Background: an optimization exercise with open tools, aiming at small area, a short achievable clock period and few clock cycles per item. Do not read the settings as production practice. Where RTL was checked, it was by simulation tests only, not by an equivalence proof against the original. For run 2, only the layout was checked, not whether the RTL still works. No activity file was given, so power comes from the tool's default toggle rates.

==> design/flow/design.v <==
package oqke_pkg;
    localparam logic [2:0] OP_INSERT  = 3'd0;
    localparam logic [2:0] OP_SEARCH  = 3'd1;
    localparam logic [2:0] OP_MODIFY  = 3'd2;
    localparam logic [2:0] OP_DELETE  = 3'd3;
    localparam logic [2:0] OP_DISPLAY = 3'd4;
    localparam logic [1:0] ST_OK      = 2'd0;
    localparam logic [1:0] ST_MISSING = 2'd1;
    localparam logic [1:0] ST_EMPTY   = 2'd2;
    localparam logic [1:0] ST_FULL    = 2'd3;
    typedef struct packed {
        logic [2:0]         op;
        logic signed [31:0] key;
        logic signed [31:0] new_value;
    } request_t;
    typedef struct packed {
        logic [1:0]         status;
        logic signed [31:0] element;
        logic               last;
        logic [4:0]         entries_held;
    } result_t;
    typedef struct packed {
        logic capture;      
        logic write_tail;   
        logic write_first;  
        logic shift;        
        logic rotate;       
    } cell_cmd_t;
endpackage
module oqke_cell (
    input  logic               clk,
    input  logic               we,       
    input  logic               sh,       
    input  logic signed [31:0] wdata,
    input  logic signed [31:0] nbr,
    input  logic signed [31:0] cmp_key,
    input  logic               eq_w,     
    input  logic               eq_nbr,   
    input  logic               held,     
    output logic signed [31:0] entry,
    output logic               eq,       
    output logic               hit       
);
    logic hold;
    assign hold = !(we || sh);
    assign eq   = held && (entry == cmp_key);
    always_ff @(posedge clk)
    begin
        entry <= ({32{we}} & wdata) | ({32{sh}} & nbr) | ({32{hold}} & entry);
        hit   <= (we & eq_w) | (sh & eq_nbr) | (hold & eq);
    end
endmodule
module oqke_ctrl #(
    parameter int DEPTH = 16,
    parameter int CW    = 5
) (
    input  logic                  clk,
    input  logic                  rst_n,
    input  logic                  start,
    output logic                  busy,
    input  oqke_pkg::request_t    request,
    output oqke_pkg::result_t     result,
    output logic                  done,
    input  logic [DEPTH-1:0]      hit_reg,
    output logic [DEPTH-1:0]      held,
    input  logic signed [31:0]    head,
    output logic [DEPTH-1:0]      we,
    output logic [DEPTH-1:0]      sh,
    output logic signed [31:0]    key,
    output logic signed [31:0]    wdata,
    input  logic                  eq_head,
    output logic                  eq_w
);
    logic               va_r;
    logic [2:0]         opa_r;
    logic signed [31:0] keya_r;
    logic signed [31:0] nva_r;
    logic               vb_r;
    logic [2:0]         opb_r;
    logic signed [31:0] wdb_r;
    logic               insb_r, modb_r, delb_r, dispb_r;
    logic               eqx_r;       
    logic [CW-1:0]      count_r, count_next;
    logic [DEPTH-1:0]   hm_r, hm_next;       
    logic               disp_r;
    logic [CW-1:0]      dleft_r;
    logic               busy_r;
    logic               done_r;
    oqke_pkg::result_t  result_r, result_next;
    logic [DEPTH-1:0]   tail, lasth, hit, after, first;
    logic               any_hit, empty, full;
    logic               is_ins, is_mod, is_del, is_disp, is_other;
    logic               rot;
    logic [CW-1:0]      cur_rem;
    logic               take;
    assign take = start && !busy_r;
    assign held  = hm_r;
    assign tail  = ~hm_r & {hm_r[DEPTH-2:0], 1'b1};
    assign lasth = hm_r & ~{1'b0, hm_r[DEPTH-1:1]};
    assign hit     = hit_reg;
    assign any_hit = |hit;
    always_comb
    begin
        for (int i = 0; i < DEPTH; i++)
            after[i] = |(hit & DEPTH'((32'd1 << (i + 1)) - 32'd1));
    end
    assign first = hit & ~(after << 1);
    assign empty    = !hm_r[0];
    assign full     = hm_r[DEPTH-1];
    assign is_ins   = insb_r;
    assign is_mod   = modb_r;
    assign is_del   = delb_r;
    assign is_disp  = dispb_r;
    assign is_other = opb_r > oqke_pkg::OP_DISPLAY;
    assign rot     = (is_disp && !empty) || disp_r;
    assign cur_rem = disp_r ? dleft_r : count_r;
    assign wdata = rot ? head : wdb_r;
    assign key   = keya_r;
    assign eq_w  = rot ? eq_head : eqx_r;
    always_comb
    begin
        for (int i = 0; i < DEPTH; i++)
        begin
            we[i] = (is_ins && !full && tail[i]) || (is_mod && first[i]) || (rot && lasth[i]);
            sh[i] = (is_del && after[i]) || (rot && held[i] && !lasth[i]);
        end
    end
    always_comb
    begin
        count_next = count_r;
        hm_next    = hm_r;
        if (is_ins && !full)
        begin
            count_next = count_r + CW'(1);
            hm_next    = {hm_r[DEPTH-2:0], 1'b1};
        end
        else if (is_del && any_hit)
        begin
            count_next = count_r - CW'(1);
            hm_next    = {1'b0, hm_r[DEPTH-1:1]};
        end
    end
    always_comb
    begin
        result_next.element      = '0;
        result_next.last         = 1'b1;
        result_next.entries_held = 5'(count_next);
        if (opb_r == oqke_pkg::OP_INSERT)
            result_next.status = full ? oqke_pkg::ST_FULL : oqke_pkg::ST_OK;
        else if (is_other)
            result_next.status = oqke_pkg::ST_OK;
        else if (empty)
            result_next.status = oqke_pkg::ST_EMPTY;
        else if (!any_hit && opb_r != oqke_pkg::OP_DISPLAY)
            result_next.status = oqke_pkg::ST_MISSING;
        else
            result_next.status = oqke_pkg::ST_OK;
        if (rot)
        begin
            result_next.status  = oqke_pkg::ST_OK;
            result_next.element = head;
            result_next.last    = (cur_rem == CW'(1));
        end
    end
    always_ff @(posedge clk or negedge rst_n)
    begin
        if (!rst_n)
        begin
            va_r    <= 1'b0;
            vb_r    <= 1'b0;
            insb_r  <= 1'b0;
            modb_r  <= 1'b0;
            delb_r  <= 1'b0;
            dispb_r <= 1'b0;
            count_r <= '0;
            hm_r    <= '0;
            disp_r  <= 1'b0;
            busy_r  <= 1'b0;
            done_r  <= 1'b0;
        end
        else
        begin
            va_r    <= take;
            vb_r    <= va_r;
            insb_r  <= va_r && (opa_r == oqke_pkg::OP_INSERT);
            modb_r  <= va_r && (opa_r == oqke_pkg::OP_MODIFY);
            delb_r  <= va_r && (opa_r == oqke_pkg::OP_DELETE);
            dispb_r <= va_r && (opa_r == oqke_pkg::OP_DISPLAY);
            count_r <= count_next;
            hm_r    <= hm_next;
            disp_r  <= rot && (cur_rem != CW'(1));
            busy_r  <= (take && request.op == oqke_pkg::OP_DISPLAY)
                    || (va_r && opa_r == oqke_pkg::OP_DISPLAY && hm_next[2])
                    || (rot && cur_rem >= CW'(4));
            done_r  <= vb_r || disp_r;
        end
    end
    always_ff @(posedge clk)
    begin
        opa_r    <= request.op;
        keya_r   <= request.key;
        nva_r    <= request.new_value;
        opb_r    <= opa_r;
        wdb_r    <= (opa_r == oqke_pkg::OP_INSERT) ? keya_r : nva_r;
        eqx_r    <= (request.key == ((opa_r == oqke_pkg::OP_INSERT) ? keya_r : nva_r));
        dleft_r  <= cur_rem - CW'(1);
        result_r <= result_next;
    end
    assign busy   = busy_r;
    assign done   = done_r;
    assign result = result_r;
endmodule
module ordered_queue_with_key_edit #(
    parameter int DEPTH = 16
) (
    input  logic                clk,
    input  logic                rst_n,
    input  logic                start,
    output logic                busy,
    input  oqke_pkg::request_t  request,
    output oqke_pkg::result_t   result,
    output logic                done
);
    localparam int CW = $clog2(DEPTH + 1);
    logic [DEPTH-1:0]   eq, hit, we, sh, held;
    logic signed [31:0] key, wdata;
    logic               eq_w;
    logic signed [31:0] entry [DEPTH];
    oqke_ctrl #(
        .DEPTH (DEPTH),
        .CW    (CW)
    ) u_ctrl (
        .clk     (clk),
        .rst_n   (rst_n),
        .start   (start),
        .busy    (busy),
        .request (request),
        .result  (result),
        .done    (done),
        .hit_reg (hit),
        .held    (held),
        .head    (entry[0]),
        .we      (we),
        .sh      (sh),
        .key     (key),
        .wdata   (wdata),
        .eq_head (eq[0]),
        .eq_w    (eq_w)
    );
    for (genvar i = 0; i < DEPTH; i++)
    begin : g_cell
        localparam int N = (i == DEPTH - 1) ? i : i + 1;
        oqke_cell u_cell (
            .clk     (clk),
            .we      (we[i]),
            .sh      (sh[i]),
            .wdata   (wdata),
            .nbr     (entry[N]),
            .cmp_key (key),
            .eq_w    (eq_w),
            .eq_nbr  ((i == DEPTH - 1) ? 1'b0 : eq[N]),
            .held    (held[i]),
            .entry   (entry[i]),
            .eq      (eq[i]),
            .hit     (hit[i])
        );
    end
endmodule
module oqke_top (
    input  logic        clk,
    input  logic        rst_n,
    input  logic        start,
    output logic        busy,
    input  logic [2:0]  req_op,
    input  logic [31:0] req_key,
    input  logic [31:0] req_new_value,
    output logic [1:0]  res_status,
    output logic [31:0] res_element,
    output logic        res_last,
    output logic [4:0]  res_entries_held,
    output logic        done
);
    oqke_pkg::request_t request;
    oqke_pkg::result_t  result;
    assign request.op        = req_op;
    assign request.key       = req_key;
    assign request.new_value = req_new_value;
    ordered_queue_with_key_edit #(
        .DEPTH (16)
    ) u_queue (
        .clk     (clk),
        .rst_n   (rst_n),
        .start   (start),
        .busy    (busy),
        .request (request),
        .result  (result),
        .done    (done)
    );
    assign res_status       = result.status;
    assign res_element      = result.element;
    assign res_last         = result.last;
    assign res_entries_held = result.entries_held;
endmodule
==> design/flow/flow/run.sh <==
#!/bin/bash
set -o pipefail
export BUFFER_PORTS_ARGS="-buffer_cell sky130_fd_sc_hd__buf_2"
bash standard.sh > standard.log 2>&1
==> design/flow/standard.sh <==
#!/bin/bash
# synth_recipe.tcl (not shown) runs the flow's synth.tcl, then flattens the netlist and writes it again
# the make line also repeats each setting of config.mk as NAME=value (left out here)
make -C /OpenROAD-flow-scripts/flow DESIGN_CONFIG=/design/flow/config.mk WORK_HOME=/design/flow/orfs CLKGATE_MAP_FILE= SYNTH_SCRIPT=/design/flow/synth_recipe.tcl "${@:-finish}"
==> design/flow/config.mk <==
export PLATFORM = sky130hd
export DESIGN_NAME = oqke_top
export DESIGN_NICKNAME = oqke_top
export VERILOG_FILES = /design/flow/design.v
export SDC_FILE = /design/flow/constraint.sdc
export NUM_CORES = 4
export LEC_CHECK = 0
export CAP_MARGIN = 20
export CORE_MARGIN = 2
export CORE_UTILIZATION = 55
export CTS_BUF_LIST = sky130_fd_sc_hd__clkbuf_8 sky130_fd_sc_hd__clkbuf_16
export CTS_CLUSTER_DIAMETER = 60
export CTS_CLUSTER_SIZE = 16
export PLACE_DENSITY = 0.7
export SETUP_SLACK_MARGIN = 2.65
export SLEW_MARGIN = 20
export TNS_END_PERCENT = 10
==> design/flow/constraint.sdc <==
create_clock -name core_clock -period 5.0 [get_ports {clk}]
set_input_delay 1.0000 -clock core_clock [delete_from_list [all_inputs] [get_ports {clk}]]
set_output_delay 1.0000 -clock core_clock [all_outputs]
set_load 0.01 [all_outputs]
==> reports/results.tsv, run 1 <==
metric	value	unit
dp.cells	3896	
postRouteAntennaNets	0	
cts.clk_slew.worst_paths	0.08	ns
relSlewSlack	41.1	%
coreArea	56200	sq um
grt_setup_unrepaired	yes	
critPathArrivalTime	3.14	ns
final_util	65.2	%
area_delta_synth_final	17.8	%
dp_hpwl	84700	um
portBuffers	111	
first_global_vias	27100	
num-fill-cells	4400	
grt_pass1_wl	185000	um
cts_root_buf	clkbuf_16	
cts_tree	yes	
h-tree-depth	2	
start_kind	register	
ys.flop_type	dfxtp_1	
crit_type	register to register	
setup_ws	2.41	ns
reg_top3	u_queue.g_cell.u_cell.entry: 512 flops, u_queue.u_ctrl.result_r: 40 flops	
worst_pin_slew	0.874	ns
clk_latency	0.66	ns
path_cells	or4_4, or3_4, o41ai_4, buf_4, buf_12, mux2i_4, a21oi_2, a21o_1	
async_reset_ff_share	4.25	%
drc	0	
slowest_delay	0.55	ns
largest_reg_flops	512	
cts.sink_count	706	
grt_max_degree	39	
top_register	u_queue.g_cell.u_cell.entry	
place_congestion	1.04	
cts_max_path_buffers	3	
drt_iter0_markers	4874	
dr.pass1.iters	6	
die_y	242	um
hold_class	input pin to asynchronous set/reset pin	
period_share	51.9	%
start_util	55.4	%
max-cap-violations	0	
hold_violations	0	
track_usage	42.6	%
finalPower	17.3	mW
final_cell_mix	645 x dfxtp_1, 491 x nor2_1, 479 x a221o_1	
syn-num-nets	3293	
ios	112	
layout_commonest_cell	dfxtp_1	
synth_cell_types	63	
cts_hold_buf	0	
synth_area	31100	sq um
leakage	15.2	nW
syn_avg_cell_area	9.66	sq um
std_cell_rows	87	
post-place-ws	1.48	ns
cts_buffers	52	
ir_worst_vdd	0.000400	V
powerDensity	473	nW/um^2
ys_warn_count	4	
antenna_found_initial	2	
ys_ff_latch	706	
fin_tns_setup	0	ns
slew_viol_final	0	
startpoint	u_queue.g_cell[8].u_cell.hit	
crit_path_end_kind	register	
vias	29100	
dieArea	58500	sq um
crit_fanout	8	
finClkSkew	0.0241	ns
finalNetCount	3408	
r2r_start	u_queue.g_cell[8].u_cell.hit	
status	finished clean	
layout-drive-gt1-share	17.3	%
critPathSlowestCell	or4_4	
multi_input_area	16500	sq um
syn-instance-count	3218	
setup_viol	0	
drt-vias-per-instance	7.09	
required	5.55	ns
max_freq	0.385	GHz
fin_crit	2.59	ns
die_w	242	um
fin_cells	4109	
wire_per_inst	32.2	um
routed_wl	132000	um
synth_edf_count	0	
regArea	14400	sq um
grt-ovfl-total	0	
seq_area_frac_synth	45.9	%
-- final cells by class --
| type | instances | share of cell area [%] |
|---|---|---|
| multi-input combinational | 2185 | 44.9 |
| sequential | 706 | 39.2 |
| timing repair buffer | 349 | 8.69 |
| clock buffer | 54 | 3.63 |
| tap | 756 | 2.58 |
| clock inverter | 19 | 0.553 |
| inverter | 39 | 0.406 |
| antenna | 1 | 0.00683 |
-- power by group --
part	switching [mW]	internal [mW]
combinational	2.80	2.20
sequential	1.43	6.70
clock	2.13	2.07
total	6.36	11.0
-- cells in the mapped netlist, types with 6 or more instances --
cell / number / share of area (%)
dfxtp_1: 676 / 44
nor2_1: 494 / 6.0
a221o_1: 479 / 15
xor2_1: 420 / 12
clkbuf_1: 255 / 3.1
xnor2_1: 129 / 3.6
nand2_1: 116 / 1.4
nor4_1: 106 / 2.1
a21oi_1: 47 / 0.76
nand4_1: 45 / 0.91
nand3_1: 39 / 0.63
inv_1: 38 / 0.46
o21ai_0: 35 / 0.56
o2bb2ai_1: 35 / 0.99
and2_1: 34 / 0.68
dfrtp_1: 30 / 2.4
nor3_1: 27 / 0.43
buf_2: 23 / 0.37
mux2i_1: 19 / 0.61
buf_1: 14 / 0.17
a31oi_1: 13 / 0.26
nand2b_1: 11 / 0.22
nor2b_1: 11 / 0.22
o221ai_1: 10 / 0.28
and3_1: 8 / 0.16
o22ai_1: 8 / 0.16
a32o_1: 7 / 0.23
a22oi_1: 6 / 0.14
nor4b_1: 6 / 0.17
-- logic make-up after synthesis --
kind of cell | share of synthesized area [%]
AOI/OAI and AO/OA | 20.1
muxes | 0.684
xor gates and xnor gates | 15.5
adders and majority gates | 0.201
buffers and inverters | 4.22
DFF | 45.9
and+or+nand+nor | 13.4
-- worst max-delay path, delay by kind of cell (launching register included) --
| family | cells | cell delay [ns] |
|---|---|---|
| and+or+nand+nor | 2 | 0.99 |
| AOI/OAI and AO/OA | 3 | 0.54 |
| DFF | 1 | 0.35 |
| buffers and inverters | 2 | 0.35 |
| muxes | 1 | 0.24 |
-- routing by layer --
metal,global-route usage (%),share of wire (%),up-vias
li1,-,-,11900
met1,56.1,37,14000
met2,57.4,39,2596
met3,16.1,16,556
met4,29.2,8.1,2
met5,0,0.0068,-
-- stage by stage --
step / instance area [sq um] / hold WS [ns]
floorplan: 31100 / 0.386
global placement: 32700 / 0.423
detailed placement: 32700 / 0.415
CTS: 35400 / 0.402
global route: 36600 / 0.437
finish: 36600 / 0.383
-- path summary, 6_finish.rpt --
path	end	slack (ns)	cells past startpoint
hold / removal	u_queue.u_ctrl.hm_r[12]	0.38	1
max in group asynchronous	u_queue.u_ctrl.hm_r[0]	4.06	1
min in group core_clock	u_queue.u_ctrl.nva_r[27]	0.44	1
setup reg to reg	u_queue.u_ctrl.busy_r	2.41	8
hold reg to reg	u_queue.u_ctrl.va_r	0.44	1
setup / recovery	u_queue.u_ctrl.busy_r	2.41	8
-- timing repair --
action / 4_1_cts / 5_1_grt
gates cloned: 6 / 8
buffers inserted: 53 / 72
gates resized for setup: 111 / 125
endpoints found under the setup margin: 557 / 553
pin swaps: 8 / 19
Testbench counts, summed over its fixed seeds: cycles 8,870, requests 4,800.
==> inputs of run 2 (changes only) <==
--- a/design/flow/design.v
+++ b/design/flow/design.v
@@ -62,6 +62,7 @@
     output oqke_pkg::result_t     result,
     output logic                  done,
     input  logic [DEPTH-1:0]      hit_reg,
+    input  logic [DEPTH-1:0]      eq,
     output logic [DEPTH-1:0]      held,
     input  logic signed [31:0]    head,
     output logic [DEPTH-1:0]      we,
@@ -80,6 +81,7 @@
     logic signed [31:0] wdb_r;
     logic               insb_r, modb_r, delb_r, dispb_r;
     logic               eqx_r;       
+    logic               any_r;       
     logic [CW-1:0]      count_r, count_next;
     logic [DEPTH-1:0]   hm_r, hm_next;       
     logic               disp_r;
@@ -98,7 +100,7 @@
     assign tail  = ~hm_r & {hm_r[DEPTH-2:0], 1'b1};
     assign lasth = hm_r & ~{1'b0, hm_r[DEPTH-1:1]};
     assign hit     = hit_reg;
-    assign any_hit = |hit;
+    assign any_hit = any_r;
     always_comb
     begin
         for (int i = 0; i < DEPTH; i++)
@@ -128,16 +130,18 @@
     always_comb
     begin
         count_next = count_r;
-        hm_next    = hm_r;
         if (is_ins && !full)
-        begin
             count_next = count_r + CW'(1);
-            hm_next    = {hm_r[DEPTH-2:0], 1'b1};
-        end
         else if (is_del && any_hit)
-        begin
             count_next = count_r - CW'(1);
-            hm_next    = {1'b0, hm_r[DEPTH-1:1]};
+        for (int i = 0; i < DEPTH; i++)
+        begin
+            if (is_del && after[i])
+                hm_next[i] = (i == DEPTH - 1) ? 1'b0 : hm_r[(i == DEPTH - 1) ? i : i + 1];
+            else if (is_ins && tail[i])
+                hm_next[i] = 1'b1;
+            else
+                hm_next[i] = hm_r[i];
         end
     end
     always_comb
@@ -177,6 +181,7 @@
             disp_r  <= 1'b0;
             busy_r  <= 1'b0;
             done_r  <= 1'b0;
+            any_r   <= 1'b0;
         end
         else
         begin
@@ -193,6 +198,8 @@
                     || (va_r && opa_r == oqke_pkg::OP_DISPLAY && hm_next[2])
                     || (rot && cur_rem >= CW'(4));
             done_r  <= vb_r || disp_r;
+            any_r   <= (|(eq & ~(first & {DEPTH{is_del || is_mod}})))
+                    || (eqx_r && ((is_ins && !full) || (is_mod && any_hit)));
         end
     end
     always_ff @(posedge clk)
@@ -238,6 +245,7 @@
         .result  (result),
         .done    (done),
         .hit_reg (hit),
+        .eq      (eq),
         .held    (held),
         .head    (entry[0]),
         .we      (we),
--- a/design/flow/config.mk
+++ b/design/flow/config.mk
@@ -8,9 +8,8 @@
 export CAP_MARGIN = 20
 export CORE_MARGIN = 2
 export CORE_UTILIZATION = 55
-export CTS_BUF_LIST = sky130_fd_sc_hd__clkbuf_8 sky130_fd_sc_hd__clkbuf_16
-export CTS_CLUSTER_DIAMETER = 60
-export CTS_CLUSTER_SIZE = 16
+export CTS_CLUSTER_DIAMETER = 70
+export CTS_CLUSTER_SIZE = 24
 export PLACE_DENSITY = 0.7
 export SETUP_SLACK_MARGIN = 2.65
 export SLEW_MARGIN = 20
==> run 2 against run 1 <==
Against the previous run: worst hold slack better by 0.035 ns; die area decreased by 0.17%; count of clock-buffer cells in the layout down 6; utilization fell by 0.31 points; largest cell class unchanged; first-iteration DRC count rose by 11%; global-route usage increased by 1.8 points; sequential share of layout area rose by 0.25 points; critical path type unchanged; clock power decreased by 3%; final cell count fell by 0.54%.
==> reports/results.tsv, run 2 <==
metric	value	unit
start_util	55.4	%
wire_per_inst	33.5	um
syn_avg_cell_area	9.70	sq um
synth_area_leaders	dfxtp_1 44%, a221o_1 15%, xor2_1 9.4%	
synth_cell_types	66	
max_freq	0.357	GHz
dr.pass1.iters	9	
finClkSkew	0.0306	ns
cts_root_buf	clkbuf_16	
synth_top_cell_area_share	43.6	%
setup_viol	0	
vias	29100	
layout-drive-gt1-share	17.2	%
cts_tree	yes	
portBuffers	111	
die_y	242	um
crit_type	register to register	
required	5.54	ns
ir_worst_vdd	0.000335	V
yosysMostFrequentCell	dfxtp_1	
ys_ff_latch	707	
grt_max_degree	37	
worst_pin_slew	1.29	ns
cts_max_path_buffers	3	
cts.sink_count	707	
syn-instance-count	3202	
dieArea	58400	sq um
seq_area_frac_synth	46.1	%
routed_wl	137000	um
ys_warn_count	4	
start_kind	register	
leakage	15.0	nW
finalNetCount	3372	
dp_hpwl	87100	um
stdcell_area	36400	sq um
area_delta_synth_final	17.3	%
period_share	56.0	%
status	finished clean	
ys.flop_type	dfxtp_1	
synth_top_family_by_area	compound AO/OA/AOI/OAI gates	
yosys.area_share.simple	13.8	%
syn-num-nets	3277	
crit_fanout	16	
cts.clk_slew.worst_paths	0.09	ns
fin_tns_setup	0	ns
place_congestion	1.01	
layout_commonest_cell	dfxtp_1	
finalPower	17.2	mW
synth_area	31000	sq um
max-cap-violations	0	
reg_top3	u_queue.g_cell.u_cell.entry: 512 flops, u_queue.u_ctrl.result_r: 40 flops	
largest_reg_flops	512	
cts_buffers	43	
synth_compound_area_share	19.1	%
top_register	u_queue.g_cell.u_cell.entry	
drt_iter0_markers	5388	
die_w	242	um
cts_hold_buf	0	
postRouteAntennaNets	0	
synthMuxAreaShare	1.35	%
powerDensity	473	nW/um^2
fin_crit	2.80	ns
clk_latency	0.62	ns
yosysTopAreaCell	dfxtp_1	
slew_viol_final	0	
antenna_found_initial	7	
synth_edf_count	0	
track_usage	44.5	%
ys_top_cells_by_count	676 x dfxtp_1, 521 x nor2_1, 480 x a221o_1, 334 x xor2_1	
h-tree-depth	2	
hold_class	register to register	
relSlewSlack	13.6	%
ios	112	
critPathArrivalTime	3.34	ns
first_global_vias	27000	
coreArea	56100	sq um
crit_path_end_kind	register	
place_area	32600	sq um
synth_xor_area_share	15.3	%
drc	0	
drt-vias-per-instance	7.13	
hold_violations	0	
std_cell_rows	87	
synth_fa_ha_area_share	0.201	%
final_cell_mix	652 x dfxtp_1, 518 x nor2_1, 480 x a221o_1	
grt-ovfl-total	0	
async_reset_ff_share	4.38	%
grt_pass1_wl	190000	um
grt_setup_unrepaired	yes	
num-fill-cells	4352	
-- run 2: changes by cell type in the layout (fill, tap and decap cells not counted), moves of 27 or more --
cell / before / now
xor2_1: 419 / 334
xnor2_1: 128 / 206
a21oi_1: 10 / 57
nand2_1: 112 / 72
buf_4: 153 / 114
o2bb2ai_1: 32 / 1
mux2_2: 2 / 32
nor2_1: 491 / 518
-- run 2: layout make-up --
cell class / count / area [sq um] / area share, %
multi-input combinational: 2192 / 16400 / 45.0
clock buffer: 48 / 1090 / 3.01
antenna: 3 / 7.51 / 0.0206
timing repair buffer: 318 / 3080 / 8.46
inverter: 35 / 140 / 0.385
tap: 756 / 946 / 2.60
clock inverter: 28 / 369 / 1.01
sequential: 707 / 14400 / 39.5
-- run 2: path summary, 6_finish.rpt --
path / from / slack [ns] / to / cells past startpoint
worst max-delay path: u_queue.u_ctrl.keya_r[16] / 2.20 / u_queue.u_ctrl.any_r / 9
worst max register to register: u_queue.u_ctrl.keya_r[16] / 2.20 / u_queue.u_ctrl.any_r / 9
worst min register to register: u_queue.u_ctrl.opa_r[0] / 0.42 / u_queue.u_ctrl.opb_r[0] / 0
min in group asynchronous: rst_n / 0.52 / u_queue.u_ctrl.done_r / 1
max in group asynchronous: rst_n / 3.75 / u_queue.u_ctrl.disp_r / 1
worst min-delay path: u_queue.u_ctrl.opa_r[0] / 0.42 / u_queue.u_ctrl.opb_r[0] / 0
-- run 2: cells by family after synthesis --
kind of cell,after synthesis
and+or+nand+nor,925
DFF,707
AOI/OAI and AO/OA,672
xor gates and xnor gates,541
buffers and inverters,314
muxes,38
adders and majority gates,5
-- run 2: routing by layer --
layer | GRT usage (%) | part of all wire [%]
met1 | 58.4 | 36
met3 | 17.8 | 17
met4 | 29.0 | 8.1
met2 | 59.8 | 39
met5 | 1.31 | 0.064
-- run 2: report_power, final --
part           total [mW]  switching, mW  internal [mW]
registers            7.90           1.30           6.61
clock network        4.07           2.19           1.88
logic                5.25           3.16           2.09
-- run 2: critical path, cell delays in order (launching register included) --
cell     delay, ns
dfxtp_1       0.52
buf_12        0.27
xnor2_1       0.15
nand4_1       0.17
nor4_2        0.36
nand4_1       0.17
or4_4         0.64
o22ai_1       0.25
nor4_2        0.08
nand4_1       0.09
-- run 2: metrics by stage --
stage | hold slack [ns] | std cells | util (%) | setup slack (ns)
after floorplan | 0.354 | 3202 | - | 2.48
after global placement | 0.388 | 3903 | 58.1 | 1.59
after detailed placement | 0.399 | 3903 | 58.1 | 1.56
after CTS | 0.417 | 4047 | 63.4 | 2.34
after global routing | 0.421 | 4084 | 64.9 | 2.14
final | 0.418 | 4087 | 64.9 | 2.20
-- run 2: what timing repair did --
item	in CTS	in global routing
gates cloned	15	11
gates resized for setup	163	96
endpoints found under the setup margin	532	531
buffers inserted	53	26
pin swaps	25	15
==> inputs of run 3 (changes only) <==
--- a/design/flow/design.v
+++ b/design/flow/design.v
@@ -62,7 +62,6 @@
     output oqke_pkg::result_t     result,
     output logic                  done,
     input  logic [DEPTH-1:0]      hit_reg,
-    input  logic [DEPTH-1:0]      eq,
     output logic [DEPTH-1:0]      held,
     input  logic signed [31:0]    head,
     output logic [DEPTH-1:0]      we,
@@ -77,11 +76,10 @@
     logic signed [31:0] keya_r;
     logic signed [31:0] nva_r;
     logic               vb_r;
-    logic [2:0]         opb_r;
+    logic               othb_r;
     logic signed [31:0] wdb_r;
     logic               insb_r, modb_r, delb_r, dispb_r;
     logic               eqx_r;       
-    logic               any_r;       
     logic [CW-1:0]      count_r, count_next;
     logic [DEPTH-1:0]   hm_r, hm_next;       
     logic               disp_r;
@@ -100,7 +98,7 @@
     assign tail  = ~hm_r & {hm_r[DEPTH-2:0], 1'b1};
     assign lasth = hm_r & ~{1'b0, hm_r[DEPTH-1:1]};
     assign hit     = hit_reg;
-    assign any_hit = any_r;
+    assign any_hit = |hit;
     always_comb
     begin
         for (int i = 0; i < DEPTH; i++)
@@ -113,7 +111,7 @@
     assign is_mod   = modb_r;
     assign is_del   = delb_r;
     assign is_disp  = dispb_r;
-    assign is_other = opb_r > oqke_pkg::OP_DISPLAY;
+    assign is_other = othb_r;
     assign rot     = (is_disp && !empty) || disp_r;
     assign cur_rem = disp_r ? dleft_r : count_r;
     assign wdata = rot ? head : wdb_r;
@@ -130,32 +128,30 @@
     always_comb
     begin
         count_next = count_r;
+        hm_next    = hm_r;
         if (is_ins && !full)
+        begin
             count_next = count_r + CW'(1);
+            hm_next    = {hm_r[DEPTH-2:0], 1'b1};
+        end
         else if (is_del && any_hit)
-            count_next = count_r - CW'(1);
-        for (int i = 0; i < DEPTH; i++)
         begin
-            if (is_del && after[i])
-                hm_next[i] = (i == DEPTH - 1) ? 1'b0 : hm_r[(i == DEPTH - 1) ? i : i + 1];
-            else if (is_ins && tail[i])
-                hm_next[i] = 1'b1;
-            else
-                hm_next[i] = hm_r[i];
+            count_next = count_r - CW'(1);
+            hm_next    = {1'b0, hm_r[DEPTH-1:1]};
         end
     end
     always_comb
     begin
         result_next.element      = '0;
         result_next.last         = 1'b1;
-        result_next.entries_held = 5'(count_next);
-        if (opb_r == oqke_pkg::OP_INSERT)
+        result_next.entries_held = '0;   
+        if (is_ins)
             result_next.status = full ? oqke_pkg::ST_FULL : oqke_pkg::ST_OK;
         else if (is_other)
             result_next.status = oqke_pkg::ST_OK;
         else if (empty)
             result_next.status = oqke_pkg::ST_EMPTY;
-        else if (!any_hit && opb_r != oqke_pkg::OP_DISPLAY)
+        else if (!any_hit && !is_disp)
             result_next.status = oqke_pkg::ST_MISSING;
         else
             result_next.status = oqke_pkg::ST_OK;
@@ -181,7 +177,6 @@
             disp_r  <= 1'b0;
             busy_r  <= 1'b0;
             done_r  <= 1'b0;
-            any_r   <= 1'b0;
         end
         else
         begin
@@ -198,8 +193,6 @@
                     || (va_r && opa_r == oqke_pkg::OP_DISPLAY && hm_next[2])
                     || (rot && cur_rem >= CW'(4));
             done_r  <= vb_r || disp_r;
-            any_r   <= (|(eq & ~(first & {DEPTH{is_del || is_mod}})))
-                    || (eqx_r && ((is_ins && !full) || (is_mod && any_hit)));
         end
     end
     always_ff @(posedge clk)
@@ -207,7 +200,7 @@
         opa_r    <= request.op;
         keya_r   <= request.key;
         nva_r    <= request.new_value;
-        opb_r    <= opa_r;
+        othb_r   <= opa_r > oqke_pkg::OP_DISPLAY;
         wdb_r    <= (opa_r == oqke_pkg::OP_INSERT) ? keya_r : nva_r;
         eqx_r    <= (request.key == ((opa_r == oqke_pkg::OP_INSERT) ? keya_r : nva_r));
         dleft_r  <= cur_rem - CW'(1);
@@ -215,7 +208,10 @@
     end
     assign busy   = busy_r;
     assign done   = done_r;
-    assign result = result_r;
+    assign result.status       = result_r.status;
+    assign result.element      = result_r.element;
+    assign result.last         = result_r.last;
+    assign result.entries_held = 5'(count_r);
 endmodule
 module ordered_queue_with_key_edit #(
     parameter int DEPTH = 16
@@ -245,7 +241,6 @@
         .result  (result),
         .done    (done),
         .hit_reg (hit),
-        .eq      (eq),
         .held    (held),
         .head    (entry[0]),
         .we      (we),
--- a/design/flow/config.mk
+++ b/design/flow/config.mk
@@ -11,6 +11,6 @@
 export CTS_CLUSTER_DIAMETER = 70
 export CTS_CLUSTER_SIZE = 24
 export PLACE_DENSITY = 0.7
-export SETUP_SLACK_MARGIN = 2.65
+export SETUP_SLACK_MARGIN = 2.7
 export SLEW_MARGIN = 20
-export TNS_END_PERCENT = 10
+export TNS_END_PERCENT = 0
==> run 3 against run 2 <==
Against the previous run: still clean; count of clock-buffer cells in the layout is 5 higher; maximum frequency is 14% higher; first-iteration DRC count is 13% lower; critical path type unchanged.
==> reports/results.tsv, run 3 <==
metric	value	unit
status	finished clean	
syn-instance-count	3309	
crit_type	register to register	
grt_max_degree	41	
wire_per_inst	31.3	um
r2r_setup_slack	2.55	ns
power_switching	10.5	mW
final_cell_mix	655 x dfxtp_1, 409 x xor2_1, 344 x nor2_1	
pwr-share-seq	42.4	%
coreArea	56200	sq um
leakage	14.5	nW
synth_fa_ha_area_share	0.305	%
cts_buffers	39	
worst_pin_slew	0.804	ns
cts.clk_slew.worst_paths	0.10	ns
seq_area_frac_synth	45.4	%
ios	112	
syn_avg_cell_area	9.41	sq um
drt-vias-per-instance	6.98	
std_cell_rows	87	
synth_top_cell_area_share	43.0	%
dp_hpwl	84600	um
synth_area_leaders	dfxtp_1 43%, xor2_1 11%, a221o_1 10%	
synth_top_family_by_area	compound AO/OA/AOI/OAI gates	
layout_commonest_cell	dfxtp_1	
finalNetCount	3430	
synth_xor_area_share	15.2	%
finClkSkew	0.0335	ns
crit_fanout	10	
synthMuxAreaShare	0.470	%
max_freq	0.409	GHz
fin_tns_setup	0	ns
reg_top3	u_queue.g_cell.u_cell.entry: 512 flops, u_queue.u_ctrl.result_r: 35 flops	
ir_worst_vdd	0.000405	V
routed_wl	130000	um
top_register	u_queue.g_cell.u_cell.entry	
start_util	55.5	%
portBuffers	111	
powerDensity	678	nW/um^2
ys_warn_count	4	
dieArea	58600	sq um
period_share	48.9	%
drc	0	
grt_setup_unrepaired	yes	
start_kind	register	
num-fill-cells	4631	
grt-ovfl-total	0	
crit_path_end_kind	register	
antenna_found_initial	8	
cts_max_path_buffers	3	
internal_power	13.7	mW
synth_cell_types	80	
max-cap-violations	0	
area_delta_synth_final	14.4	%
grt_pass1_wl	183000	um
slew_viol_final	0	
whs	0.448	ns
cts_tree	yes	
power_frac_comb	41.4	%
setup_ws	2.55	ns
drt_iter0_markers	4692	
required	5.53	ns
largest_reg_flops	512	
hold_violations	0	
post-place-ws	1.68	ns
async_reset_ff_share	4.29	%
hold_class	input pin to asynchronous set/reset pin	
synth_area	31200	sq um
syn-num-nets	3386	
postRouteAntennaNets	0	
relSlewSlack	46.4	%
die_y	242	um
clk_latency	0.63	ns
fin_crit	2.45	ns
cts_root_buf	clkbuf_16	
h-tree-depth	2	
first_global_vias	26500	
dr.pass1.iters	7	
layout-drive-gt1-share	14.4	%
ys_top_cells_by_count	669 x dfxtp_1, 409 x xor2_1, 345 x nor2_1, 319 x a221o_1, 189 x o21ai_0	
vias	28900	
setup_viol	0	
swShare	43.5	%
cts.sink_count	699	
ys.flop_type	dfxtp_1	
die_w	242	um
synth_edf_count	0	
clkPwrFrac	16.2	%
critPathArrivalTime	2.97	ns
synth_compound_area_share	21.2	%
ys_ff_latch	699	
yosysTopAreaCell	dfxtp_1	
place_congestion	1.04	
yosysMostFrequentCell	dfxtp_1	
track_usage	42.1	%
yosys.area_share.simple	12.9	%
[run 3: cell types whose count changed in the layout (fill, tap and decap cells not counted), sizes merged, moves of 26 or more]
cell,delta
xnor2,-74
a22oi,+162
nor2,-178
nand2,+105
o21ai,+164
xor2,+75
a21oi,-26
a221o,-161
mux2,-30
[run 3: path summary, 6_finish.rpt]
path,from,endpoint,depth (start not counted)
setup / recovery,u_queue.u_ctrl.keya_r[26],u_queue.g_cell[9].u_cell.hit,7
hold / removal,rst_n,u_queue.u_ctrl.va_r,1
setup reg to reg,u_queue.u_ctrl.keya_r[26],u_queue.g_cell[9].u_cell.hit,7
hold reg to reg,u_queue.u_ctrl.va_r,u_queue.u_ctrl.vb_r,0
max in group asynchronous,rst_n,u_queue.u_ctrl.hm_r[15],1
min in group core_clock,u_queue.u_ctrl.va_r,u_queue.u_ctrl.vb_r,0
[run 3: cell families (layout without fill, tap and decap cells)]
family,Yosys count,after routing
xor gates and xnor gates,542,542
muxes,14,14
and+or+nand+nor,857,858
buffers and inverters,337,403
other,0,3
adders and majority gates,7,7
DFF,699,699
AOI/OAI and AO/OA,853,855
[run 3: layout make-up]
| type | instances | area, sq um | share of cell area [%] |
|---|---|---|---|
| repair inverters | 1 | 7.51 | 0.0211 |
| repair buffers | 291 | 2640 | 7.40 |
| well taps | 756 | 946 | 2.65 |
| clock buffers | 53 | 1160 | 3.27 |
| multi-input cells | 2276 | 16300 | 45.7 |
| flip-flops and latches | 699 | 14200 | 39.8 |
| inverters | 45 | 181 | 0.509 |
| diodes | 3 | 7.51 | 0.0211 |
| clock inverters | 13 | 209 | 0.586 |
[run 3: through the flow]
stage / std cells / utilization [%] / cell area [sq um] / total power, mW
6_report: 4137 / 63.4 / 35600 / 24.2
5_1_grt: 4136 / 63.4 / 35600 / 24.9
4_1_cts: 4089 / 62.0 / 34800 / 23.3
3_5_place_dp: 3975 / 57.8 / 32500 / 18.8
3_3_place_gp: 3973 / 57.8 / 32400 / 18.5
2_1_floorplan: 3309 / - / 31200 / 15.2
[run 3: critical path, stage by stage (launching register included)]
cell,delay (ns)
dfxtp_2,0.59
buf_4,0.35
xor2_1,0.15
nor4_1,0.38
nand4_1,0.22
nor3_2,0.39
nand2_1,0.11
o211ai_1,0.12
[run 3: routing by layer]
| metal | vias to the layer above | track usage [%] | part of all wire, % |
|---|---|---|---|
| met4 | 10 | 29.5 | 8.3 |
| met5 | - | 0 | 0.052 |
| met2 | 2422 | 58.8 | 40 |
| met1 | 13900 | 54.9 | 37 |
| met3 | 555 | 13.3 | 14 |
| li1 | 12000 | - | - |
[run 3: power groups by stage]
stage | combinational (mW) | sequential [mW] | clock (mW)
floorplan | 6.14 | 9.08 | 0
global placement | 8.44 | 10.1 | 0
detailed placement | 8.68 | 10.1 | 0
CTS | 9.42 | 10.0 | 3.88
global route | 10.5 | 10.3 | 4.09
finish | 10.0 | 10.3 | 3.91
[run 3: timing repair]
| item | CTS | global route |
|---|---|---|
| hold buffers | 0 | 0 |
| resized for setup | 82 | 107 |
| gates cloned | 4 | 4 |
| setup buffers | 44 | 41 |
| pin swaps | 5 | 11 |
| setup endpoints to repair | 537 | 535 |
Testbench counts of run 3, summed over its fixed seeds: cycles 8,870, requests 4,800.
==> inputs of run 4 (changes only) <==
--- a/design/flow/config.mk
+++ b/design/flow/config.mk
@@ -11,6 +11,6 @@
 export CTS_CLUSTER_DIAMETER = 70
 export CTS_CLUSTER_SIZE = 24
 export PLACE_DENSITY = 0.7
-export SETUP_SLACK_MARGIN = 2.7
+export SETUP_SLACK_MARGIN = 3.0
 export SLEW_MARGIN = 20
 export TNS_END_PERCENT = 0
==> run 4 against run 3 <==
Against the previous run: largest power group unchanged; clock skew rose by 0.011 ns; critical endpoint is now u_queue.g_cell[5].u_cell.hit; synthesized cell count unchanged; utilization rose by 0.79 points; critical path type unchanged; first-iteration DRC count grew 6.3%; still clean on timing, DRC and antenna.
==> reports/results.tsv, run 4 <==
metric	value	unit
first_global_vias	27700	
synth_top_cell_area_share	43.0	%
rr_worst_depth	7	
area_delta_synth_final	15.8	%
wire_per_inst	32.6	um
critPathSlowestCell	dfxtp_2	
drt-vias-per-instance	7.06	
cts_root_buf	clkbuf_16	
drc	0	
slowest_delay	0.60	ns
cts_hold_buf	0	
antenna_found_initial	7	
syn-instance-count	3309	
r2r_start	u_queue.u_ctrl.keya_r[10]	
syn-num-nets	3386	
num-fill-cells	4622	
grt-ovfl-total	0	
grt_pass1_wl	194000	um
coreArea	56200	sq um
dr.pass1.iters	7	
final_util	64.2	%
hold_violations	0	
required	5.57	ns
ys_ff_latch	699	
startpoint	u_queue.u_ctrl.keya_r[10]	
crit_path_end	u_queue.g_cell[5].u_cell.hit	
max_freq	0.424	GHz
track_usage	44.8	%
routed_wl	136000	um
relSlewSlack	42.6	%
ir_worst_vdd	0.000410	V
status	finished clean	
worst_pin_slew	0.859	ns
grt_setup_unrepaired	yes	
drt_iter0_markers	4986	
hold_class	register to register	
die_w	242	um
h-tree-depth	2	
ys_warn_count	4	
die_y	242	um
final_cell_mix	648 x dfxtp_1, 407 x xor2_1, 343 x nor2_1	
std_cell_rows	87	
slew_viol_final	0	
syn_avg_cell_area	9.41	sq um
ys.flop_type	dfxtp_1	
finClkSkew	0.0443	ns
powerDensity	678	nW/um^2
synth_area_leaders	dfxtp_1 43%, xor2_1 11%, a221o_1 10%	
crit_fanout	10	
seq_area_frac_synth	45.4	%
critPathArrivalTime	2.93	ns
layout-drive-gt1-share	15.9	%
crit_path_end_kind	register	
period_share	47.2	%
fin_tns_setup	0	ns
vias	29500	
synth_edf_count	0	
cts_buffers	40	
ys_top_cells_by_count	669 x dfxtp_1, 409 x xor2_1, 345 x nor2_1, 319 x a221o_1, 189 x o21ai_0	
max-cap-violations	0	
postRouteAntennaNets	0	
synth_area	31200	sq um
layout_commonest_cell	dfxtp_1	
grt_max_degree	38	
cts.clk_slew.worst_paths	0.10	ns
largest_reg_flops	512	
leakage	14.7	nW
cts_tree	yes	
hold_path_depth	0	
top_register	u_queue.g_cell.u_cell.entry	
clk_latency	0.63	ns
place_congestion	1.02	
setup_viol	0	
cts.sink_count	699	
path_cells	buf_6, xor2_1, nor4_1, nand4_1, nor3_2, a22oi_1, nand2_1	
dp_hpwl	85400	um
r2r_setup_slack	2.64	ns
finalNetCount	3466	
cts_max_path_buffers	3	
synth_cell_types	80	
dieArea	58600	sq um
ios	112	
r2r-end	u_queue.g_cell[5].u_cell.hit	
portBuffers	111	
start_kind	register	
yosysTopAreaCell	dfxtp_1	
async_reset_ff_share	4.29	%
start_util	55.5	%
crit_type	register to register	
fin_crit	2.36	ns
yosysMostFrequentCell	dfxtp_1	
reg_top3	u_queue.g_cell.u_cell.entry: 512 flops, u_queue.u_ctrl.result_r: 35 flops	
run 4: cell counts after synthesis:
Identical to the previous run, type by type.
run 4: metrics by stage:
stage	power, mW	area, sq um	setup WS [ns]	hold slack (ns)	cells
floorplan	15.2	31200	2.81	0.369	3309
global placement	18.5	32500	1.71	0.388	3987
detailed placement	18.8	32500	1.60	0.406	3987
CTS	23.6	35800	2.75	0.427	4158
global route	25.1	36100	2.63	0.441	4174
finish	24.4	36100	2.64	0.433	4175
run 4: critical path: cells and delay by family, from the launching register on:
family          cells  cell delay (ns)
compound gates      1             0.14
buf+inv             1             0.33
xor+xnor            1             0.11
simple gates        4             1.10
flops               1             0.60
run 4: report_power, final:
part,internal (mW),total [mW],switching (mW)
registers,7.61,10.3,2.65
logic,4.22,10.3,6.09
clock network,1.76,3.87,2.11
run 4: cell type report:
type                            instances  area [sq um]  area share (%)
Multi-Input combinational cell       2283         16500            45.7
Timing Repair inverter                  1          7.51          0.0208
Sequential cell                       699         14200            39.4
Antenna cell                            2          5.00          0.0139
Clock buffer                           51          1120            3.12
Clock inverter                         19           235           0.652
Inverter                               45           185           0.513
Tap cell                              756           946            2.62
Timing Repair Buffer                  319          2900            8.02
run 4: logic make-up after synthesis:
family	Yosys count	synth area share [%]
AND/OR/NAND/NOR	857	12.9
flip-flops	699	45.4
adder cells (fa/ha/maj)	7	0.305
AO/OA/AOI/OAI	853	21.2
buffers and inverters	337	4.53
XOR/XNOR	542	15.2
multiplexers	14	0.470
run 4: worst min-delay path by stage:
stage / from / endpoint / slack (ns)
after global placement: u_queue.u_ctrl.va_r / u_queue.u_ctrl.vb_r / 0.39
after floorplan: u_queue.u_ctrl.va_r / u_queue.u_ctrl.vb_r / 0.37
after global routing: u_queue.u_ctrl.va_r / u_queue.u_ctrl.vb_r / 0.44
after CTS: u_queue.u_ctrl.va_r / u_queue.u_ctrl.vb_r / 0.43
after detailed placement: u_queue.u_ctrl.va_r / u_queue.u_ctrl.vb_r / 0.41
final: u_queue.u_ctrl.va_r / u_queue.u_ctrl.vb_r / 0.43
run 4: what timing repair did:
action / in CTS / in global routing
gates cloned: 16 / 2
setup endpoints to repair: 613 / 593
resized for setup: 218 / 43
setup buffers: 85 / 13
pin swaps: 21 / 7
run 4: per-layer routing:
layer,routed length [um],GRT usage (%),up-vias
li1,-,-,12100
met1,49400,58.0,14100
met2,53900,61.4,2685
met3,20800,15.5,585
met4,12000,32.7,8
met5,63,0,-
==> inputs of run 5 (changes only) <==
--- a/design/flow/config.mk
+++ b/design/flow/config.mk
@@ -5,12 +5,13 @@
 export SDC_FILE = /design/flow/constraint.sdc
 export NUM_CORES = 4
 export LEC_CHECK = 0
+export ABC_AREA = 1
 export CAP_MARGIN = 20
 export CORE_MARGIN = 2
 export CORE_UTILIZATION = 55
 export CTS_CLUSTER_DIAMETER = 70
 export CTS_CLUSTER_SIZE = 24
 export PLACE_DENSITY = 0.7
-export SETUP_SLACK_MARGIN = 3.0
+export SETUP_SLACK_MARGIN = 2.85
 export SLEW_MARGIN = 20
 export TNS_END_PERCENT = 0
==> run 5 against run 4 <==
Against the previous run: still clean on timing, DRC and antenna; sequential power is 32% lower; routed wire length increased by 12%; clock power is 8.8% higher; worst hold slack about the same; final cell count is 57% higher; synthesized cell count increased by 69%; global-route usage decreased by 1.8 points; critical path depth rose by 6; clock skew shrank 0.0099 ns; design area increased by 11%; power shrank 30%.
==> reports/results.tsv, run 5 <==
metric	value	unit
drt-vias-per-instance	5.87	
synth_top_cell_area_share	37.2	%
start_kind	register	
ir_worst_vdd	0.000337	V
drc	0	
finClkSkew	0.0344	ns
leakage	18.0	nW
cts_root_buf	clkbuf_16	
die_y	260	um
relSlewSlack	27.1	%
hold_class	register to register	
min_delay_worst_endpoint	u_queue.u_ctrl.vb_r	
cts_buffers	44	
crit_path_end_kind	register	
place_congestion	1.02	
wire_per_inst	23.3	um
dr.pass1.iters	7	
regArea	14200	sq um
setup_viol	0	
synth_area_leaders	dfxtp_1 37%, nand2_1 27%, nand3_1 7.2%	
cts_tree	yes	
period_share	47.0	%
worst_pin_slew	1.09	ns
hold_path_depth	0	
top_register	u_queue.g_cell.u_cell.entry	
seq_area_frac_synth	39.3	%
coreArea	64600	sq um
whs	0.433	ns
area_delta_synth_final	11.8	%
fin_tns_setup	0	ns
ys_ff_latch	699	
slew_viol_final	0	
cts.sink_count	699	
reg_top3	u_queue.g_cell.u_cell.entry: 512 flops, u_queue.u_ctrl.result_r: 35 flops	
syn_avg_cell_area	6.45	sq um
start_util	55.7	%
track_usage	43.0	%
antenna_found_initial	9	
die_w	260	um
crit_fanout	17	
r2r_setup_slack	2.65	ns
max-cap-violations	0	
syn-instance-count	5578	
cts_max_path_buffers	3	
crit_type	register to register	
min-delay-start	u_queue.u_ctrl.va_r	
yosysTopAreaCell	dfxtp_1	
grt_max_degree	40	
rr_worst_depth	13	
grt_setup_unrepaired	yes	
synth_cell_types	50	
postRouteAntennaNets	0	
yosysMostFrequentCell	nand2_1	
ios	112	
synth_area	36000	sq um
routed_wl	153000	um
fin_crit	2.35	ns
vias	38400	
finalNetCount	5728	
hold_violations	0	
dp_hpwl	93400	um
status	finished clean	
r2r_start	u_queue.u_ctrl.keya_r[16]	
portBuffers	111	
final_cell_mix	2,594 x nand2_1, 650 x dfxtp_1, 517 x nand3_1	
largest_reg_flops	512	
clk_latency	0.65	ns
synth_edf_count	0	
required	5.59	ns
critPathArrivalTime	2.94	ns
powerDensity	427	nW/um^2
cts.clk_slew.worst_paths	0.10	ns
syn-num-nets	5655	
cts_hold_buf	0	
grt_pass1_wl	216000	um
first_global_vias	33700	
ys_top_cells_by_count	2,602 x nand2_1, 669 x dfxtp_1, 519 x nand3_1, 484 x inv_1, 344 x nor2_1	
layout_commonest_cell	nand2_1	
ys.flop_type	dfxtp_1	
num-fill-cells	6037	
r2r-end	u_queue.g_cell[8].u_cell.hit	
max_freq	0.425	GHz
async_reset_ff_share	4.29	%
dieArea	67500	sq um
h-tree-depth	2	
drt_iter0_markers	6269	
grt-ovfl-total	0	
layout-drive-gt1-share	10.8	%
std_cell_rows	93	
multi_input_area	18800	sq um
ys_warn_count	4	
-- run 5: changes by cell type after synthesis, moves of 117 or more --
cell | previous run | this run
clkbuf_1 | 165 | 48
a22oi_1 | 169 | 18
xor2_1 | 409 | 21
inv_1 | 43 | 484
nand2_1 | 187 | 2602
a221o_1 | 319 | 0
nand3_1 | 46 | 519
-- run 5: repair_timing --
item | CTS | global route
endpoints found under the hold margin | 0 | 0
endpoints found under the setup margin | 543 | 544
pin swaps | 15 | 18
gates resized for setup | 97 | 116
setup buffers | 36 | 82
gates cloned | 15 | 8
-- run 5: area by class of cell --
cell class / instances / area share [%]
repair inverters: 5 / 0.0933
well taps: 855 / 2.66
diodes: 7 / 0.0435
multi-input cells: 4098 / 46.8
clock buffers: 51 / 2.98
flip-flops and latches: 699 / 35.3
inverters: 511 / 5.11
repair buffers: 292 / 6.14
clock inverters: 30 / 0.846
-- run 5: cells by family after synthesis --
family,count (synthesis),synth area share (%)
buffers and inverters,795,9.67
adders and majority gates,7,0.264
AOI/OAI and AO/OA,336,6.74
DFF,699,39.3
xor gates and xnor gates,133,3.24
and+or+nand+nor,3608,40.8
-- run 5: worst max-delay path, cell delays in order (launching register included) --
cell and delay [ns]:
dfxtp_1 0.34, buf_6 0.25, clkinvlp_4 0.30, nand2_1 0.12, nand2_1 0.06, nor2_1 0.10
nand2_1 0.13, nor2_1 0.48, nand2_1 0.09, nor2_1 0.16, nand3_1 0.10, nand2_1 0.09
inv_1 0.04, nand2_1 0.05
-- run 5: worst max path at each step --
stage / endpoint / slack (ns) / cells after the start / startpoint
6_report: u_queue.g_cell[8].u_cell.hit / 2.65 / 13 / u_queue.u_ctrl.keya_r[16]
5_1_grt: u_queue.g_cell[7].u_cell.hit / 2.61 / 14 / u_queue.u_ctrl.keya_r[23]
4_1_cts: u_queue.g_cell[7].u_cell.hit / 2.59 / 12 / u_queue.u_ctrl.keya_r[11]
3_5_place_dp: u_queue.g_cell[1].u_cell.hit / 1.50 / 11 / u_queue.u_ctrl.disp_r
3_3_place_gp: u_queue.g_cell[1].u_cell.hit / 1.55 / 11 / u_queue.u_ctrl.disp_r
2_1_floorplan: u_queue.u_ctrl.count_r[4] / 3.16 / 9 / u_queue.u_ctrl.hm_r[15]
-- run 5: layer usage --
metal	GRT usage (%)	up-vias	part of all wire, %
li1	-	17500	-
met1	55.4	17500	37
met2	61.5	2810	40
met3	12.4	680	14
met4	30.3	10	8.6
met5	0	-	0.17
-- run 5: where the power goes --
| group | internal, mW | switching [mW] | total (mW) | leakage (nW) |
|---|---|---|---|---|
| logic | 1.73 | 4.19 | 5.92 | 11.4 |
| clock network | 1.92 | 2.29 | 4.21 | 0.743 |
| registers | 6.36 | 0.677 | 7.03 | 5.86 |
| total | 10.0 | 7.15 | 17.2 | 18.0 |
-- run 5: stage by stage --
step,power (mW),worst slack (ns),cells,util [%],instance area [sq um]
final,17.2,2.65,6548,62.3,40200
after global routing,17.7,2.61,6543,62.3,40200
after CTS,16.5,2.59,6451,60.2,38900
after detailed placement,12.2,1.50,6319,56.7,36600
after global placement,12.1,1.55,6318,56.6,36600
after floorplan,10.4,3.16,5578,-,36000
==> inputs of run 6 (changes only) <==
--- a/design/flow/config.mk
+++ b/design/flow/config.mk
@@ -5,7 +5,6 @@
 export SDC_FILE = /design/flow/constraint.sdc
 export NUM_CORES = 4
 export LEC_CHECK = 0
-export ABC_AREA = 1
 export CAP_MARGIN = 20
 export CORE_MARGIN = 2
 export CORE_UTILIZATION = 55
==> run 6 against run 5 <==
Against the previous run: clock power down 8.1%; synthesized area down 13%; sequential cell count unchanged; worst setup slack worse by 0.0089 ns; first-iteration DRC count down 20%; sequential share of layout area up 4.0 points; design area down 10%; largest cell class unchanged.
==> reports/results.tsv, run 6 <==
metric	value	unit
critPathArrivalTime	2.93	ns
leakage	14.7	nW
max_freq	0.424	GHz
std_cell_rows	87	
largest_reg_flops	512	
pwr-share-seq	42.0	%
final_cell_mix	648 x dfxtp_1, 407 x xor2_1, 343 x nor2_1	
ys_ff_latch	699	
die_y	242	um
synth_area_leaders	dfxtp_1 43%, xor2_1 11%, a221o_1 10%	
dieArea	58600	sq um
setup_ws	2.64	ns
clk_latency	0.63	ns
period_share	47.2	%
place_congestion	1.02	
h-tree-depth	2	
post-place-ws	1.60	ns
drt-vias-per-instance	7.06	
synth_top_cell_area_share	43.0	%
synth_edf_count	0	
track_usage	44.8	%
top_register	u_queue.g_cell.u_cell.entry	
drt_iter0_markers	4986	
syn-instance-count	3309	
grt-ovfl-total	0	
swShare	44.4	%
syn-num-nets	3386	
cts.clk_slew.worst_paths	0.10	ns
final_util	64.2	%
cts_hold_buf	0	
hold_class	register to register	
required	5.57	ns
vias	29500	
fin_tns_setup	0	ns
synth_area	31200	sq um
whs	0.433	ns
powerDensity	678	nW/um^2
rr_worst_depth	7	
cts_max_path_buffers	3	
grt_pass1_wl	194000	um
critPathSlowestCell	dfxtp_2	
cts.sink_count	699	
yosysMostFrequentCell	dfxtp_1	
async_reset_ff_share	4.29	%
first_global_vias	27700	
synth_cell_types	80	
path_delay_family	simple AND/OR/NAND/NOR gates	
antenna_found_initial	7	
finalPower	24.4	mW
power_switching	10.8	mW
min_delay_worst_endpoint	u_queue.u_ctrl.vb_r	
yosysTopAreaCell	dfxtp_1	
syn_avg_cell_area	9.41	sq um
finalNetCount	3466	
area_delta_synth_final	15.8	%
relSlewSlack	42.6	%
min-delay-start	u_queue.u_ctrl.va_r	
clkPwrFrac	15.8	%
ys_top_cells_by_count	669 x dfxtp_1, 409 x xor2_1, 345 x nor2_1, 319 x a221o_1, 189 x o21ai_0	
die_w	242	um
layout-drive-gt1-share	15.9	%
portBuffers	111	
cts_root_buf	clkbuf_16	
dr.pass1.iters	7	
path_cells	buf_6, xor2_1, nor4_1, nand4_1, nor3_2, a22oi_1, nand2_1	
r2r_setup_slack	2.64	ns
ios	112	
hold_path_depth	0	
crit_path_end_kind	register	
fin_crit	2.36	ns
grt_setup_unrepaired	yes	
layout_commonest_cell	dfxtp_1	
start_util	55.5	%
reg_top3	u_queue.g_cell.u_cell.entry: 512 flops, u_queue.u_ctrl.result_r: 35 flops	
dp_hpwl	85400	um
crit_type	register to register	
r2r_start	u_queue.u_ctrl.keya_r[10]	
max-cap-violations	0	
cts_tree	yes	
wire_per_inst	32.6	um
coreArea	56200	sq um
ir_worst_vdd	0.000410	V
r2r-end	u_queue.g_cell[5].u_cell.hit	
slowest_delay	0.60	ns
drc	0	
grt_max_degree	38	
seq_area_frac_synth	45.4	%
postRouteAntennaNets	0	
crit_buf_inv	1	
finClkSkew	0.0443	ns
setup_viol	0	
worst_pin_slew	0.859	ns
cts_buffers	40	
start_kind	register	
ys_warn_count	4	
crit_fanout	10	
status	finished clean	
ys.flop_type	dfxtp_1	
internal_power	13.6	mW
hold_violations	0	
slew_viol_final	0	
routed_wl	136000	um
power_frac_comb	42.2	%
run 6: cell count changes in the layout (fill, tap and decap cells not counted), sizes merged, moves of 49 or more:
cell / previous run / this run
o221ai: 54 / 5
o21ai: 152 / 221
xor2: 21 / 409
nand2: 2648 / 187
nor4: 1 / 99
nand3: 525 / 47
o211ai: 59 / 7
inv: 503 / 50
a221o: 0 / 319
a22oi: 18 / 169
run 6: repair_timing:
action | 4_1_cts | 5_1_grt
setup endpoints to repair | 567 | 565
gates resized for setup | 218 | 43
gates cloned | 16 | 2
endpoints found under the hold margin | 0 | 0
pin swaps | 21 | 7
buffers inserted | 85 | 13
run 6: cell families (layout without fill, tap and decap cells):
| logic type | after synthesis | count (layout) | synth area share [%] |
|---|---|---|---|
| adders and majority gates | 7 | 7 | 0.305 |
| AOI/OAI and AO/OA | 853 | 856 | 21.2 |
| xor gates and xnor gates | 542 | 542 | 15.2 |
| muxes | 14 | 14 | 0.470 |
| DFF | 699 | 699 | 45.4 |
| other | 0 | 2 | 0 |
| and+or+nand+nor | 857 | 864 | 12.9 |
| buffers and inverters | 337 | 435 | 4.53 |
run 6: area by class of cell:
type                    count  area (sq um)
diodes                      2          5.00
fillers                  4622         20100
multi-input cells        2283         16500
flip-flops and latches    699         14200
clock inverters            19           235
repair buffers            319          2900
repair inverters            1          7.51
well taps                 756           946
clock buffers              51          1120
inverters                  45           185
run 6: worst max path at each step:
| stage | end | from | cells past startpoint | slack [ns] |
|---|---|---|---|---|
| floorplan | u_queue.u_ctrl.eqx_r | req_key[19] | 5 | 2.81 |
| global placement | u_queue.g_cell[15].u_cell.entry[19] | u_queue.u_ctrl.hm_r[15] | 9 | 1.71 |
| detailed placement | u_queue.g_cell[15].u_cell.entry[16] | u_queue.u_ctrl.hm_r[15] | 9 | 1.60 |
| CTS | u_queue.g_cell[11].u_cell.hit | u_queue.u_ctrl.keya_r[2] | 8 | 2.75 |
| global route | u_queue.g_cell[11].u_cell.entry[16] | u_queue.g_cell[7].u_cell.hit | 7 | 2.63 |
| finish | u_queue.g_cell[5].u_cell.hit | u_queue.u_ctrl.keya_r[10] | 7 | 2.64 |
run 6: power by group through the flow:
stage	registers [mW]	logic [mW]	clock network, mW
floorplan	9.08	6.15	0
global placement	10.1	8.45	0
detailed placement	10.1	8.70	0
CTS	10.0	9.72	3.83
global route	10.3	10.8	4.03
finish	10.3	10.3	3.87
run 6: through the flow:
| stage | cells | cell area (sq um) |
|---|---|---|
| floorplan | 3309 | 31200 |
| global placement | 3987 | 32500 |
| detailed placement | 3987 | 32500 |
| CTS | 4158 | 35800 |
| global route | 4174 | 36100 |
| finish | 4175 | 36100 |
run 6: metal layers:
metal	global-route usage (%)	wire, um
met1	58.0	49400
met2	61.4	53900
met3	15.5	20800
met4	32.7	12000
met5	0	63
==> inputs of run 7 (changes only) <==
--- a/design/flow/config.mk
+++ b/design/flow/config.mk
@@ -7,10 +7,10 @@
 export LEC_CHECK = 0
 export CAP_MARGIN = 20
 export CORE_MARGIN = 2
-export CORE_UTILIZATION = 55
+export CORE_UTILIZATION = 50
 export CTS_CLUSTER_DIAMETER = 70
 export CTS_CLUSTER_SIZE = 24
-export PLACE_DENSITY = 0.7
+export PLACE_DENSITY = 0.65
 export SETUP_SLACK_MARGIN = 2.85
 export SLEW_MARGIN = 20
 export TNS_END_PERCENT = 0
==> run 7 against run 6 <==
Against the previous run: worst hold slack got worse by 0.0084 ns; critical path depth is the same; still clean on timing, DRC and antenna; highest routed layer unchanged; combinational power increased by 6%.
==> reports/results.tsv, run 7 <==
metric	value	unit
syn_avg_cell_area	9.41	sq um
std_cell_rows	91	
ys_ff_latch	699	
ys.flop_type	dfxtp_1	
max_freq	0.407	GHz
dieArea	64300	sq um
clk_latency	0.64	ns
crit_buf_inv	2	
num-fill-cells	5203	
period_share	49.1	%
layout-drive-gt1-share	16.8	%
slew_viol_final	0	
hold_violations	0	
h-tree-depth	2	
start_util	50.6	%
dp_hpwl	87000	um
top_register	u_queue.g_cell.u_cell.entry	
rr_worst_depth	7	
status	finished clean	
grt_max_degree	38	
drt-vias-per-instance	6.88	
whs	0.425	ns
grt-ovfl-total	0	
ys_top_cells_by_count	669 x dfxtp_1, 409 x xor2_1, 345 x nor2_1, 319 x a221o_1, 189 x o21ai_0	
slowest_delay	0.75	ns
drc	0	
regArea	14200	sq um
worst_pin_slew	1.01	ns
cts_root_buf	clkbuf_16	
first_global_vias	27600	
grt_pass1_wl	197000	um
syn-num-nets	3386	
finalNetCount	3495	
fin_cells	4285	
post-place-ws	1.66	ns
coreArea	61600	sq um
critPathArrivalTime	2.99	ns
yosysMostFrequentCell	dfxtp_1	
die_w	254	um
synth_area	31200	sq um
path_cells	xor2_1, nor4_4, nand3_1, o41ai_4, buf_6, buf_4, a221o_1	
cts_buffers	41	
postRouteAntennaNets	0	
relSlewSlack	31.8	%
leakage	14.9	nW
cts.clk_slew.worst_paths	0.10	ns
hold_class	register to register	
reg_top3	u_queue.g_cell.u_cell.entry: 512 flops, u_queue.u_ctrl.result_r: 35 flops	
setup_ws	2.54	ns
critPathSlowestCell	xor2_1	
path_delay_family	XOR/XNOR gates	
final_util	59.5	%
area_delta_synth_final	17.7	%
synth_top_cell_area_share	43.0	%
finalPower	25.0	mW
synth_edf_count	0	
largest_reg_flops	512	
start_kind	register	
required	5.53	ns
crit_fanout	11	
fin_tns_setup	0	ns
setup_viol	0	
synth_cell_types	80	
syn-instance-count	3309	
crit_cells	7	
ir_worst_vdd	0.000401	V
yosysTopAreaCell	dfxtp_1	
stdcell_area	36700	sq um
ys_warn_count	4	
track_usage	42.4	%
ios	112	
place_area	32600	sq um
multi_input_area	16600	sq um
seq_area_frac_synth	45.4	%
cts_max_path_buffers	3	
dp.cells	4058	
portBuffers	111	
drt_iter0_markers	4654	
async_reset_ff_share	4.29	%
place_congestion	0.971	
synth_area_leaders	dfxtp_1 43%, xor2_1 11%, a221o_1 10%	
dr.pass1.iters	9	
cts_tree	yes	
routed_wl	139000	um
hold_path_depth	0	
vias	29500	
grt_setup_unrepaired	yes	
fin_crit	2.46	ns
max-cap-violations	0	
cts.sink_count	699	
cts_hold_buf	0	
wire_per_inst	32.5	um
finClkSkew	0.0375	ns
die_y	254	um
final_cell_mix	654 x dfxtp_1, 409 x xor2_1, 338 x nor2_1	
antenna_found_initial	4	
powerDensity	682	nW/um^2
layout_commonest_cell	dfxtp_1	
crit_type	register to register	
crit_path_end_kind	register	
## run 7: metal layers
metal	global-route usage (%)	vias to the layer above	part of all wire [%]
met3	14.5	601	14
met2	58.8	2440	39
met5	0	-	0.040
li1	-	12200	-
met1	54.4	14200	37
met4	31.1	8	9.1
## run 7: cells by family after synthesis
group                    Yosys count  share of synthesized area, %
AO/OA/AOI/OAI                    853                          21.2
XOR/XNOR                         542                          15.2
adder cells (fa/ha/maj)            7                         0.305
buffers and inverters            337                          4.53
flip-flops                       699                          45.4
multiplexers                      14                         0.470
AND/OR/NAND/NOR                  857                          12.9
## run 7: path summary, 6_finish.rpt
| kind | startpoint | end | slack [ns] |
|---|---|---|---|
| worst min register to register | u_queue.u_ctrl.va_r | u_queue.u_ctrl.vb_r | 0.42 |
| worst max register to register | u_queue.u_ctrl.keya_r[2] | u_queue.g_cell[13].u_cell.hit | 2.54 |
| worst min-delay path | u_queue.u_ctrl.va_r | u_queue.u_ctrl.vb_r | 0.42 |
| max in group asynchronous | rst_n | u_queue.u_ctrl.count_r[1] | 3.96 |
| min in group asynchronous | rst_n | u_queue.u_ctrl.modb_r | 0.45 |
| worst max-delay path | u_queue.u_ctrl.keya_r[2] | u_queue.g_cell[13].u_cell.hit | 2.54 |
## run 7: what timing repair did
| item | 4_1_cts | 5_1_grt |
|---|---|---|
| hold endpoints to repair | 0 | 0 |
| setup endpoints to repair | 570 | 553 |
| resized for setup | 220 | 23 |
| setup buffers | 128 | 5 |
| gates cloned | 21 | 0 |
| pin swaps | 23 | 4 |
## run 7: cell type report
cell class | instances | share of cell area (%)
clock inverters | 21 | 0.730
clock buffers | 51 | 3.04
well taps | 837 | 2.85
repair inverters | 2 | 0.0375
diodes | 1 | 0.00682
flip-flops and latches | 699 | 38.7
inverters | 45 | 0.508
repair buffers | 345 | 8.95
multi-input cells | 2284 | 45.2
## run 7: report_power, final
group / leakage (nW) / switching [mW] / internal [mW]
registers: 5.93 / 2.63 / 7.61
clock network: 0.663 / 2.15 / 1.76
logic: 8.33 / 6.28 / 4.58
total: 14.9 / 11.1 / 14.0

==> port drivers added, routing unchanged <==
No port has a modelled driver above. Below, the same layouts with a new extraction and two added sets of constraints. Step 1 (the two cells are an assumption about what drives the block):
set clk [get_ports {clk}]
set_driving_cell -lib_cell sky130_fd_sc_hd__clkbuf_16 $clk
set_driving_cell -lib_cell sky130_fd_sc_hd__buf_2 [delete_from_list [all_inputs] $clk]
Step 2 times the ports against the registers' clock, not the clock port: input delays grow and output delays shrink by t, the midpoint of the rising clock arrivals with the driver on. Three values: no drivers, after step 1, after step 2; two values: the first two.
| run | t (ns) | setup WS [ns] | hold slack, ns |
|---|---|---|---|
| run 1 | 0.711 | 2.405 / 2.405 / 2.321 | 0.383 / 0.344 / 0.439 |
| run 2 | 0.663 | 2.202 / 2.202 / 2.202 | 0.418 / 0.418 / 0.418 |
| run 3 | 0.675 | 2.555 / 2.555 / 2.252 | 0.448 / 0.413 / 0.448 |
| run 4 | 0.675 | 2.640 / 2.640 / 2.065 | 0.433 / 0.396 / 0.433 |
| run 5 | 0.702 | 2.649 / 2.601 / 2.649 | 0.433 / 0.399 / 0.433 |
| run 6 | 0.675 | 2.640 / 2.640 / 2.065 | 0.433 / 0.396 / 0.433 |
| run 7 | 0.689 | 2.545 / 2.545 / 1.970 | 0.425 / 0.409 / 0.425 |
After both steps every run listed still meets setup and hold.
